This design comes from an exercise in tuning for small area, a short achievable clock period and few clock cycles per item on the open sky130 flow, not from production work.
The RTL was checked by simulation tests, not by an equivalence proof against the original design.

<file path="flow/design.v">
package rv_pkg;
    localparam int XLEN       = 32;             
    localparam int REG_ADDR_W = 5;              
    localparam logic [6:0] OPC_OP     = 7'b0110011;   
    localparam logic [6:0] OPC_OP_IMM = 7'b0010011;   
    localparam int SEL_ADD  = 0;                
    localparam int SEL_SLT  = 1;
    localparam int SEL_SLTU = 2;
    localparam int SEL_XOR  = 3;
    localparam int SEL_OR   = 4;
    localparam int SEL_AND  = 5;
    localparam int SEL_SLL  = 6;
    localparam int SEL_SR   = 7;                
    localparam int SEL_W    = 8;
endpackage
import rv_pkg::*;
module rv_regfile (
    input  logic                  g_clk,
    input  logic                  i_rst,
    input  logic [31:1]           i_rs1_oh,
    input  logic [31:1]           i_rs2_oh,
    output logic [XLEN-1:0]       o_rs1_data,
    output logic [XLEN-1:0]       o_rs2_data,
    input  logic                  i_rd_wen,
    input  logic [REG_ADDR_W-1:0] i_rd_addr,
    input  logic [XLEN-1:0]       i_rd_wdata
);
    localparam int NREG = 2 ** REG_ADDR_W;
    logic [XLEN-1:0] regs [1:NREG-1];
    logic [XLEN-1:0] wdata;
    assign wdata = i_rst ? '0 : i_rd_wdata;
    for (genvar r = 1; r < NREG; r++) begin : g_reg
        always_ff @(posedge g_clk) begin
            if (i_rst || (i_rd_wen && i_rd_addr == r)) begin
                regs[r] <= wdata;
            end
        end
    end
    always_comb begin
        o_rs1_data = '0;
        o_rs2_data = '0;
        for (int r = 1; r < NREG; r++) begin
            o_rs1_data = o_rs1_data | ({XLEN{i_rs1_oh[r]}} & regs[r]);
            o_rs2_data = o_rs2_data | ({XLEN{i_rs2_oh[r]}} & regs[r]);
        end
    end
endmodule
import rv_pkg::*;
module rv_decode (
    input  logic [XLEN-1:0]   i_instr,
    output logic              o_is_imm,      
    output logic              o_illegal,
    output logic [SEL_W-1:0]  o_sel,         
    output logic              o_sub,         
    output logic              o_sra,         
    output logic [XLEN-1:0]   o_imm
);
    logic       is_op, is_imm, alt, zero7, legal;
    logic [2:0] f3;
    logic [6:0] f7;
    assign f3     = i_instr[14:12];
    assign f7     = i_instr[31:25];
    assign is_op  = i_instr[6:0] == OPC_OP;
    assign is_imm = i_instr[6:0] == OPC_OP_IMM;
    assign zero7  = f7 == 7'b0000000;
    assign alt    = f7 == 7'b0100000;
    always_comb begin
        if (is_op)
            legal = zero7 || (alt && (f3 == 3'b000 || f3 == 3'b101));
        else if (is_imm)
            legal = (f3 == 3'b001) ? zero7 :
                    (f3 == 3'b101) ? (zero7 || alt) : 1'b1;
        else
            legal = 1'b0;
    end
    always_comb begin
        o_sel = '0;
        case (f3)
            3'b000:  o_sel[SEL_ADD]  = legal;
            3'b001:  o_sel[SEL_SLL]  = legal;
            3'b010:  o_sel[SEL_SLT]  = legal;
            3'b011:  o_sel[SEL_SLTU] = legal;
            3'b100:  o_sel[SEL_XOR]  = legal;
            3'b101:  o_sel[SEL_SR]   = legal;
            3'b110:  o_sel[SEL_OR]   = legal;
            default: o_sel[SEL_AND]  = legal;
        endcase
    end
    assign o_imm     = {{(XLEN-12){i_instr[31]}}, i_instr[31:20]};
    assign o_is_imm  = is_imm;
    assign o_illegal = !legal;
    assign o_sub     = (f3 == 3'b000 && is_op && i_instr[30]) ||
                       f3 == 3'b010 || f3 == 3'b011;
    assign o_sra     = i_instr[30];
endmodule
import rv_pkg::*;
module rv_exec_stage (
    input  logic [XLEN-1:0]  i_a,
    input  logic [XLEN-1:0]  i_b,            
    input  logic [SEL_W-1:0] i_sel,          
    input  logic             i_sub,
    input  logic             i_sra,
    input  logic             i_xinv,         
    output logic [XLEN-1:0]  o_res,          
    output logic [XLEN-1:0]  o_sum,          
    output logic [XLEN-1:0]  o_sum_x,        
    output logic [XLEN-1:0]  o_other         
);
    logic [XLEN-1:0] sll, sr;
    logic [4:0]      sh;
    logic            lt_s, lt_u;
    logic [XLEN-1:0] g [0:5];
    logic [XLEN-1:0] p [0:5];
    logic [XLEN:0]   carry;
    assign g[0] = i_a & i_b;
    assign p[0] = i_a ^ i_b;
    for (genvar l = 0; l < 5; l++) begin : g_ks
        for (genvar i = 0; i < XLEN; i++) begin : g_bit
            if (i >= (1 << l)) begin : g_op
                assign g[l+1][i] = g[l][i] | (p[l][i] & g[l][i-(1<<l)]);
                assign p[l+1][i] = p[l][i] & p[l][i-(1<<l)];
            end else begin : g_pass
                assign g[l+1][i] = g[l][i];
                assign p[l+1][i] = p[l][i];
            end
        end
    end
    assign carry[0] = i_sub;
    for (genvar i = 0; i < XLEN; i++) begin : g_carry
        assign carry[i+1] = g[5][i] | (p[5][i] & i_sub);
    end
    assign o_sum   = p[0] ^ carry[XLEN-1:0];
    assign o_sum_x = (p[0] ^ {XLEN{i_xinv}}) ^ carry[XLEN-1:0];
    assign lt_u = !carry[XLEN];
    assign lt_s = (i_a[XLEN-1] == i_b[XLEN-1]) ? i_a[XLEN-1] : o_sum[XLEN-1];
    assign sh  = i_b[4:0];
    assign sll = i_a << sh;
    assign sr  = $unsigned($signed({i_sra & i_a[XLEN-1], i_a}) >>> sh);
    logic t_ab, t_x;
    assign t_ab = i_sel[SEL_AND] | i_sel[SEL_OR];
    assign t_x  = i_sel[SEL_XOR] | i_sel[SEL_OR];
    assign o_other = ({XLEN{t_ab}}           & (i_a & i_b))   |
                     ({XLEN{t_x}}            & p[0])          |
                     ({XLEN{i_sel[SEL_SLL]}} & sll)           |
                     ({XLEN{i_sel[SEL_SR]}}  & sr)            |
                     {{(XLEN-1){1'b0}}, (i_sel[SEL_SLT] & lt_s) | (i_sel[SEL_SLTU] & lt_u)};
    assign o_res = ({XLEN{i_sel[SEL_ADD]}} & o_sum) | o_other;
endmodule
import rv_pkg::*;
module rv_pipe_ctrl #(
    parameter logic [XLEN-1:0] PC_RESET_ADDR = 32'h1000_0000
) (
    input  logic            g_clk,
    input  logic            i_rst,
    input  logic            i_instr_valid,
    output logic            o_instr_ready,
    input  logic            i_ret_ready,
    output logic            o_ret_valid,
    output logic            o_ex_valid,
    output logic            o_ex_load,       
    output logic            o_head,          
    output logic [1:0]      o_q_load,        
    output logic [XLEN-1:0] o_pc
);
    logic            ex_valid_q, head_q, tail_q;
    logic            nonempty_q, full_q;     
    logic            free_q;                 
    logic            xfer, room, ex_load;
    logic            nonempty_d, full_d;
    logic [XLEN-3:0] pc_q;                   
    assign xfer = nonempty_q && i_ret_ready;
    assign room          = free_q || i_ret_ready;
    assign ex_load       = i_instr_valid && room;
    assign o_instr_ready = room;
    assign o_ex_load     = ex_load;
    assign o_q_load      = {ex_valid_q && tail_q, ex_valid_q && !tail_q};
    assign o_head        = head_q;
    assign o_ret_valid   = nonempty_q;
    always_comb begin
        case ({ex_valid_q, xfer})
            2'b10:   begin nonempty_d = 1'b1;       full_d = nonempty_q; end
            2'b01:   begin nonempty_d = full_q;     full_d = 1'b0;       end
            default: begin nonempty_d = nonempty_q; full_d = full_q;     end
        endcase
    end
    always_ff @(posedge g_clk) begin
        if (i_rst) begin
            ex_valid_q <= 1'b0;
            nonempty_q <= 1'b0;
            full_q     <= 1'b0;
            free_q     <= 1'b1;
            head_q     <= 1'b0;
            tail_q     <= 1'b0;
        end else begin
            ex_valid_q <= ex_load;
            nonempty_q <= nonempty_d;
            full_q     <= full_d;
            free_q     <= !nonempty_d || (!full_d && !ex_load);
            if (xfer)       head_q <= !head_q;
            if (ex_valid_q) tail_q <= !tail_q;
        end
    end
    always_ff @(posedge g_clk) begin
        if (i_rst) begin
            pc_q <= PC_RESET_ADDR[XLEN-1:2];
        end else if (xfer) begin
            pc_q <= pc_q + 1'b1;
        end
    end
    assign o_pc       = {pc_q, 2'b00};
    assign o_ex_valid = ex_valid_q;
endmodule
import rv_pkg::*;
module rv_core_top #(
    parameter logic [XLEN-1:0] PC_RESET_ADDR = 32'h1000_0000
) (
    input  logic            g_clk,
    input  logic            i_rst,
    input  logic            i_instr_valid,
    input  logic [XLEN-1:0] i_instr,
    output logic            o_instr_ready,
    output logic            o_ret_valid,
    output logic [XLEN-1:0] o_ret_pc,
    output logic [XLEN-1:0] o_ret_instr,
    output logic [XLEN-1:0] o_ret_result,
    output logic            o_ret_rd_wen,
    output logic            o_ret_trap,
    input  logic            i_ret_ready
);
    logic ex_valid, ex_load, head;
    logic [1:0] q_load;
    logic [31:1]       rs1_oh, rs2_oh;
    logic              d_is_imm, d_illegal, d_sub, d_sra;
    logic [SEL_W-1:0]  d_sel;
    logic [XLEN-1:0]   d_imm, rf_a, rf_b, d_a, d_b;
    logic [4:0]        rs1, rs2;
    logic              fwd_ex_a, fwd_ex_b, fwd_wb_a, fwd_wb_b;
    logic [XLEN-1:0]   ex_a_q, ex_b_q, ex_instr_q;
    logic [SEL_W-1:0]  ex_sel_q;
    logic              ex_sub_q, ex_sra_q, ex_illegal_q, ex_wr_q;
    logic [XLEN-1:0]   ex_res, ex_sum, ex_sum_x, ex_other, nf_a, nf_b;
    logic              fs_a, fs_b;
    logic [XLEN-1:0]   q_instr_q [2];
    logic [XLEN-1:0]   q_result_q [2];
    logic              q_trap_q [2];
    logic              q_wen_q [2];
    logic [XLEN-1:0]   wb_data_q;
    logic [4:0]        wb_rd_q;
    logic              wb_pend_q;
    rv_pipe_ctrl #(
        .PC_RESET_ADDR (PC_RESET_ADDR)
    ) rv_pipe_ctrl_i (
        .g_clk         (g_clk),
        .i_rst         (i_rst),
        .i_instr_valid (i_instr_valid),
        .o_instr_ready (o_instr_ready),
        .i_ret_ready   (i_ret_ready),
        .o_ret_valid   (o_ret_valid),
        .o_ex_valid    (ex_valid),
        .o_ex_load     (ex_load),
        .o_head        (head),
        .o_q_load      (q_load),
        .o_pc          (o_ret_pc)
    );
    rv_decode rv_decode_i (
        .i_instr   (i_instr),
        .o_is_imm  (d_is_imm),
        .o_illegal (d_illegal),
        .o_sel     (d_sel),
        .o_sub     (d_sub),
        .o_sra     (d_sra),
        .o_imm     (d_imm)
    );
    assign rs1 = i_instr[19:15];
    assign rs2 = i_instr[24:20];
    always_comb begin
        for (int r = 1; r < 32; r++) begin
            rs1_oh[r] = rs1 == r;
            rs2_oh[r] = rs2 == r;
        end
    end
    rv_regfile rv_regfile_i (
        .g_clk      (g_clk),
        .i_rst      (i_rst),
        .i_rs1_oh   (rs1_oh),
        .i_rs2_oh   (rs2_oh),
        .o_rs1_data (rf_a),
        .o_rs2_data (rf_b),
        .i_rd_wen   (wb_pend_q),
        .i_rd_addr  (wb_rd_q),
        .i_rd_wdata (wb_data_q)
    );
    assign fwd_ex_a = ex_valid && ex_wr_q && ex_instr_q[11:7] == rs1;
    assign fwd_ex_b = ex_valid && ex_wr_q && ex_instr_q[11:7] == rs2 && !d_is_imm;
    assign fwd_wb_a = wb_pend_q && wb_rd_q == rs1;
    assign fwd_wb_b = wb_pend_q && wb_rd_q == rs2;
    assign nf_a = fwd_wb_a ? wb_data_q : rf_a;
    assign nf_b = (d_is_imm ? d_imm : fwd_wb_b ? wb_data_q : rf_b) ^ {XLEN{d_sub}};
    assign fs_a = fwd_ex_a && ex_sel_q[SEL_ADD];
    assign fs_b = fwd_ex_b && ex_sel_q[SEL_ADD];
    assign d_a = ({XLEN{fs_a}}      & ex_sum)                      |
                 ({XLEN{fwd_ex_a}}  & ex_other)                    |
                 ({XLEN{!fwd_ex_a}} & nf_a);
    assign d_b = ({XLEN{fs_b}}      & ex_sum_x)                    |
                 ({XLEN{fwd_ex_b && !ex_sel_q[SEL_ADD]}} & (ex_other ^ {XLEN{d_sub}})) |
                 ({XLEN{!fwd_ex_b}} & nf_b);
    always_ff @(posedge g_clk) begin
        ex_a_q       <= d_a;
        ex_b_q       <= d_b;
        ex_instr_q   <= i_instr;
        ex_sel_q     <= d_sel;
        ex_sub_q     <= d_sub;
        ex_sra_q     <= d_sra;
        ex_illegal_q <= d_illegal;
        ex_wr_q      <= !d_illegal && i_instr[11:7] != 5'd0;
    end
    rv_exec_stage rv_exec_stage_i (
        .i_a   (ex_a_q),
        .i_b   (ex_b_q),
        .i_sel (ex_sel_q),
        .i_sub (ex_sub_q),
        .i_sra (ex_sra_q),
        .i_xinv  (d_sub),
        .o_res   (ex_res),
        .o_sum   (ex_sum),
        .o_sum_x (ex_sum_x),
        .o_other (ex_other)
    );
    for (genvar i = 0; i < 2; i++) begin : g_q
        always_ff @(posedge g_clk) begin
            if (q_load[i]) begin
                q_instr_q[i]  <= ex_instr_q;
                q_result_q[i] <= ex_res;
                q_trap_q[i]   <= ex_illegal_q;
                q_wen_q[i]    <= !ex_illegal_q;
            end
        end
    end
    always_ff @(posedge g_clk) begin
        wb_data_q <= ex_res;
        wb_rd_q   <= ex_instr_q[11:7];
    end
    always_ff @(posedge g_clk) begin
        if (i_rst) wb_pend_q <= 1'b0;
        else       wb_pend_q <= ex_valid && ex_wr_q;
    end
    assign o_ret_instr  = head ? q_instr_q[1]  : q_instr_q[0];
    assign o_ret_result = head ? q_result_q[1] : q_result_q[0];
    assign o_ret_rd_wen = head ? q_wen_q[1]    : q_wen_q[0];
    assign o_ret_trap   = head ? q_trap_q[1]   : q_trap_q[0];
endmodule
import rv_pkg::*;
module rv_core (
    input  logic                  g_clk,
    input  logic                  i_rst,           
    input  logic                  i_instr_valid,   
    input  logic [XLEN-1:0]       i_instr,
    output logic                  o_instr_ready,
    output logic                  o_ret_valid,     
    output logic [XLEN-1:0]       o_ret_pc,
    output logic [XLEN-1:0]       o_ret_instr,
    output logic [REG_ADDR_W-1:0] o_ret_rd,
    output logic [XLEN-1:0]       o_ret_result,
    output logic                  o_ret_rd_wen,
    output logic                  o_ret_trap,
    input  logic                  i_ret_ready
);
    rv_core_top #(
        .PC_RESET_ADDR (32'h1000_0000)
    ) rv_core_top_i (
        .g_clk         (g_clk),
        .i_rst         (i_rst),
        .i_instr_valid (i_instr_valid),
        .i_instr       (i_instr),
        .o_instr_ready (o_instr_ready),
        .o_ret_valid   (o_ret_valid),
        .o_ret_pc      (o_ret_pc),
        .o_ret_instr   (o_ret_instr),
        .o_ret_result  (o_ret_result),
        .o_ret_rd_wen  (o_ret_rd_wen),
        .o_ret_trap    (o_ret_trap),
        .i_ret_ready   (i_ret_ready)
    );
    assign o_ret_rd = o_ret_instr[11:7];
endmodule
</file>
<file path="flow/run.sh">
#!/bin/bash
# synth_recipe.tcl (not shown) runs the flow's synth.tcl, then flattens the netlist and writes it again
# the make line also repeats each setting of config.mk as NAME=value (left out here)
make -C /OpenROAD-flow-scripts/flow DESIGN_CONFIG=/design/flow/config.mk WORK_HOME=/design/flow/orfs CLKGATE_MAP_FILE= SYNTH_SCRIPT=/design/flow/synth_recipe.tcl finish
</file>
<file path="flow/config.mk">
export PLATFORM = sky130hd
export DESIGN_NAME = rv_core
export DESIGN_NICKNAME = rv_core
export VERILOG_FILES = /design/flow/design.v
export SDC_FILE = /design/flow/constraint.sdc
export NUM_CORES = 4
export LEC_CHECK = 0
export CAP_MARGIN = 20
export CORE_MARGIN = 2
export CORE_UTILIZATION = 35
export SETUP_SLACK_MARGIN = 3.0
export SLEW_MARGIN = 20
export TNS_END_PERCENT = 0
</file>
<file path="flow/constraint.sdc">
create_clock -name core_clock -period 5.0 [get_ports {g_clk}]
set_input_delay 1.0000 -clock core_clock [delete_from_list [all_inputs] [get_ports {g_clk}]]
set_output_delay 1.0000 -clock core_clock [all_outputs]
set_load 0.01 [all_outputs]
</file>
==> flow_summary.ini <==
[pwr]
power_w = 0.02791
p_leak_nw = 26.25
power_density_mw_per_mm2 = 384.5
max-vdd-ir-drop_mv = 0.2943

[synth]
synth_cell_type_count = 83
ys_top_cells_by_area = edfxtp_1 57%, a22oi_1 11%, dfxtp_1 6.1%, mux2_2 2.2%, nand2_1 2.1%
syn_inst = 4599
yosysTopAreaCell = edfxtp_1
yosys_warnings = 12
ys.flop_type = edfxtp_1
async_flop_share_pct = 0
synthesis.area_mm2 = 0.05931
synth_common_cells = 1124 x edfxtp_1, 860 x a22oi_1, 334 x nand2_1, 261 x nor2_1, 218 x clkbuf_1
synth.avg_cell_area_um2 = 12.90
synth-seq-cells = 1305
synth_edf_count = 1124
ys_seq_area_share_pct = 63.02
yosysMostFrequentCell = edfxtp_1
synth_top_area_share_pct = 56.91

[global_routing]
grtUsageTotal_pct = 33.81
grt_pass1_vias = 47900
gr-total-overflow = 0
grt_pass1_wl_um = 404700
grt_max_degree = 68
antenna_found_initial = 14

[floorplan]
fp.dieW_um = 415.6
fp-row-count = 151
fp.coreArea_mm2 = 0.1689
start_util_pct = 35.11
die-area_mm2 = 0.1728
die_y_um = 415.6
num_io_pins = 141

[drt]
drc = 0
wl_um = 302900
routed_via_density = 7.017
wire_per_inst_um = 41.49
final_antenna_net_count = 0
drt_first_pass_iters = 10
vias = 51210
drt_iter0_drc = 11930

[setup_path]
required_ns = 5.71
crit_path_end_kind = flop
path_class = reg -> reg
start_kind = flop
critPathMaxFanout = 7
worstPathArrival_ns = 4.10
rrSetupSlack_ns = 1.61

[sta]
setup_ws_ns = 1.606
tightest_slew_ns = 1.286
setup_viol = 0
slew_headroom_pct = 14.29
finalHoldViolations = 0
drv_slew = 0
fin_setup_tns_ns = 0
fin_crit_sh_pct = 67.87
finalCriticalPeriod_ns = 3.394
fmaxAchievable_mhz = 294.7
rsz0062_at_grt = true
finClkSkew_ns = 0.03080

[finish]
drive_above_1_share_pct = 20.90
nets = 5028
syn_to_final_growth_pct = 22.38

[clock_tree]
cts.hold.buffers_added = 0
clockBufferDepth = 3
cts_max_level = 4
cts.clk_slew.worst_paths_ns = 0.06
cts_tree = yes
ctsRootBufferMaster = clkbuf_16
cts_buffers = 144
clk_latency_ns = 0.81
cts_sinks = 1305

[placed_design]
routabilityCongestion = 1.017
hpwl_um = 186400
io_buffers = 138
dp_slack_ns = 0.2506

[run]
maxCapViolCount = 0

[outcome]
status = complete, no violations

[min_path]
hold_class = reg -> reg
flip-flops by register name, indices dropped and copies added (netlist names), 2 cells and up:
| name | count |
|---|---|
| rv_core_top_i.wb_rd_q | 5 |
| rv_core_top_i.rv_pipe_ctrl_i.pc_q | 30 |
| rv_core_top_i.ex_b_q | 32 |
| rv_core_top_i.rv_regfile_i.regs | 992 |
| rv_core_top_i.ex_a_q | 32 |
| rv_core_top_i.wb_data_q | 32 |
| rv_core_top_i.q_wen_q | 2 |
| rv_core_top_i.ex_sel_q | 8 |
| rv_core_top_i.q_result_q | 64 |
| rv_core_top_i.q_instr_q | 64 |
| rv_core_top_i.q_trap_q | 2 |
| rv_core_top_i.ex_instr_q | 32 |
final cells by class:
cell class / count / area [um^2]
timing repair buffer: 551 / 5674
multi-input combinational: 2919 / 21570
antenna: 5 / 12.51
tap: 2218 / 2775
sequential: 1305 / 37430
inverter: 34 / 130.1
clock inverter: 90 / 1166
fill: 15360 / 96330
clock buffer: 177 / 3821
stage by stage:
stage / cells / hold WS, ns / util (%) / area [um^2]
2_1_floorplan: 4600 / 0.3918 / - / 59540
3_3_place_gp: 6925 / 0.4050 / 39.03 / 65920
3_5_place_dp: 6927 / 0.4125 / 39.06 / 65970
4_1_cts: 7284 / 0.4202 / 42.84 / 72360
5_1_grt: 7294 / 0.4352 / 42.96 / 72560
6_report: 7299 / 0.4257 / 42.97 / 72580
cell families (layout without fill, tap and decap cells):
| logic type | after synthesis | after routing | synth area share, % |
|---|---|---|---|
| DFF | 1305 | 1305 | 63.02 |
| muxes | 213 | 213 | 5.027 |
| xor gates and xnor gates | 103 | 103 | 1.521 |
| AOI/OAI and AO/OA | 1422 | 1422 | 17.72 |
| buffers and inverters | 376 | 852 | 2.688 |
| other | 1 | 7 | 0.006323 |
| and+or+nand+nor | 1142 | 1142 | 9.228 |
| adders and majority gates | 37 | 37 | 0.7932 |
layout by cell type, fill, tap and decap left out, types with 27 or more instances in the layout:
| master | n |
|---|---|
| edfxtp_1 | 1124 |
| nor4_1 | 28 |
| nor3_1 | 84 |
| and3_1 | 45 |
| o21ai_0 | 91 |
| a222oi_1 | 74 |
| nor2_1 | 199 |
| a21oi_1 | 77 |
| inv_1 | 31 |
| nand4_1 | 104 |
| xor2_1 | 58 |
| xnor2_1 | 45 |
| nand3_1 | 119 |
| buf_12 | 96 |
| nor2b_1 | 42 |
| mux2i_1 | 39 |
| buf_4 | 304 |
| mux2_2 | 106 |
| clkbuf_16 | 147 |
| a22oi_1 | 858 |
| nand2_1 | 329 |
| clkinv_2 | 29 |
| clkdlybuf4s50_1 | 55 |
| clkbuf_1 | 27 |
| ha_1 | 31 |
| a31oi_1 | 38 |
| dlygate4sd2_1 | 45 |
| nor2_4 | 61 |
| mux4_2 | 42 |
| dfxtp_1 | 159 |
| o211ai_1 | 36 |
critical path, stage by stage (launching register included):
cell      delay (ns)
dfxtp_4         0.50
buf_8           0.18
mux4_2          0.59
mux4_2          0.54
a222oi_1        0.61
o21ai_2         0.24
a21o_4          0.32
mux2_2          0.29
layer usage:
layer	track usage (%)	part of all wire, %	wire [um]	up-vias
met5	0	0.050	151	-
met2	48.55	41	124200	5253
met1	41.09	34	103900	25130
met3	15.51	17	50000	1497
li1	-	-	-	19310
met4	21.10	8.1	24610	19
path summary, 6_finish.rpt:
| path | startpoint | endpoint | depth (start not counted) |
|---|---|---|---|
| setup / recovery | rv_core_top_i.ex_b_q[0]$_DFF_P_ | rv_core_top_i.ex_a_q[12]$_DFF_P_ | 7 |
| hold / removal | rv_core_top_i.ex_instr_q[17]$_DFF_P_ | rv_core_top_i.q_instr_q[1][17]$_DFFE_PP_ | 0 |
| setup reg to reg | rv_core_top_i.ex_b_q[0]$_DFF_P_ | rv_core_top_i.ex_a_q[12]$_DFF_P_ | 7 |
| hold reg to reg | rv_core_top_i.ex_instr_q[17]$_DFF_P_ | rv_core_top_i.q_instr_q[1][17]$_DFFE_PP_ | 0 |
report_power, final:
group	total (W)	switching [W]	internal (W)
Combinational	0.00396	0.00259	0.00137
Sequential	0.0127	0.000483	0.0122
Clock	0.0112	0.00477	0.00644
Total	0.0279	0.00785	0.0201
repair_timing:
action | in CTS | in global routing
pin swaps | 30 | 2
setup endpoints to repair | 1392 | 1636
gates resized for setup | 303 | 43
setup buffers | 87 | 9
gates cloned | 3 | 0
hold endpoints to repair | 0 | 0
Testbench counts, summed over its fixed seeds: cycles 4,816, items 4,800.

## port drivers added, routing unchanged
No port has a modelled driver above. Below, the same layout with a new extraction and two added sets of constraints.
Step 1 sets driving cells, clkbuf_16 on the clock port and buf_2 on the other inputs (assumed; they add their load-dependent delay and slew).
Step 2 also shifts input and output timing later by t, the mid clock arrival at the registers, as if the neighbouring blocks saw the same clock.
a / b / c = ideal ports / drivers / drivers and shift; a / b = the first two.
shift t [ns]: 0.892
setup slack, ns: 1.606 / 1.606 / 0.836
latest minus earliest clock arrival (ns): 0.047 / 0.046
slew at the worst register clock pin (ns): 0.07 / 0.07
After both steps setup and hold are still met in this run. For this run, drivers alone change the setup slack by 0.000 ns; drivers and shift together by -0.770 ns.
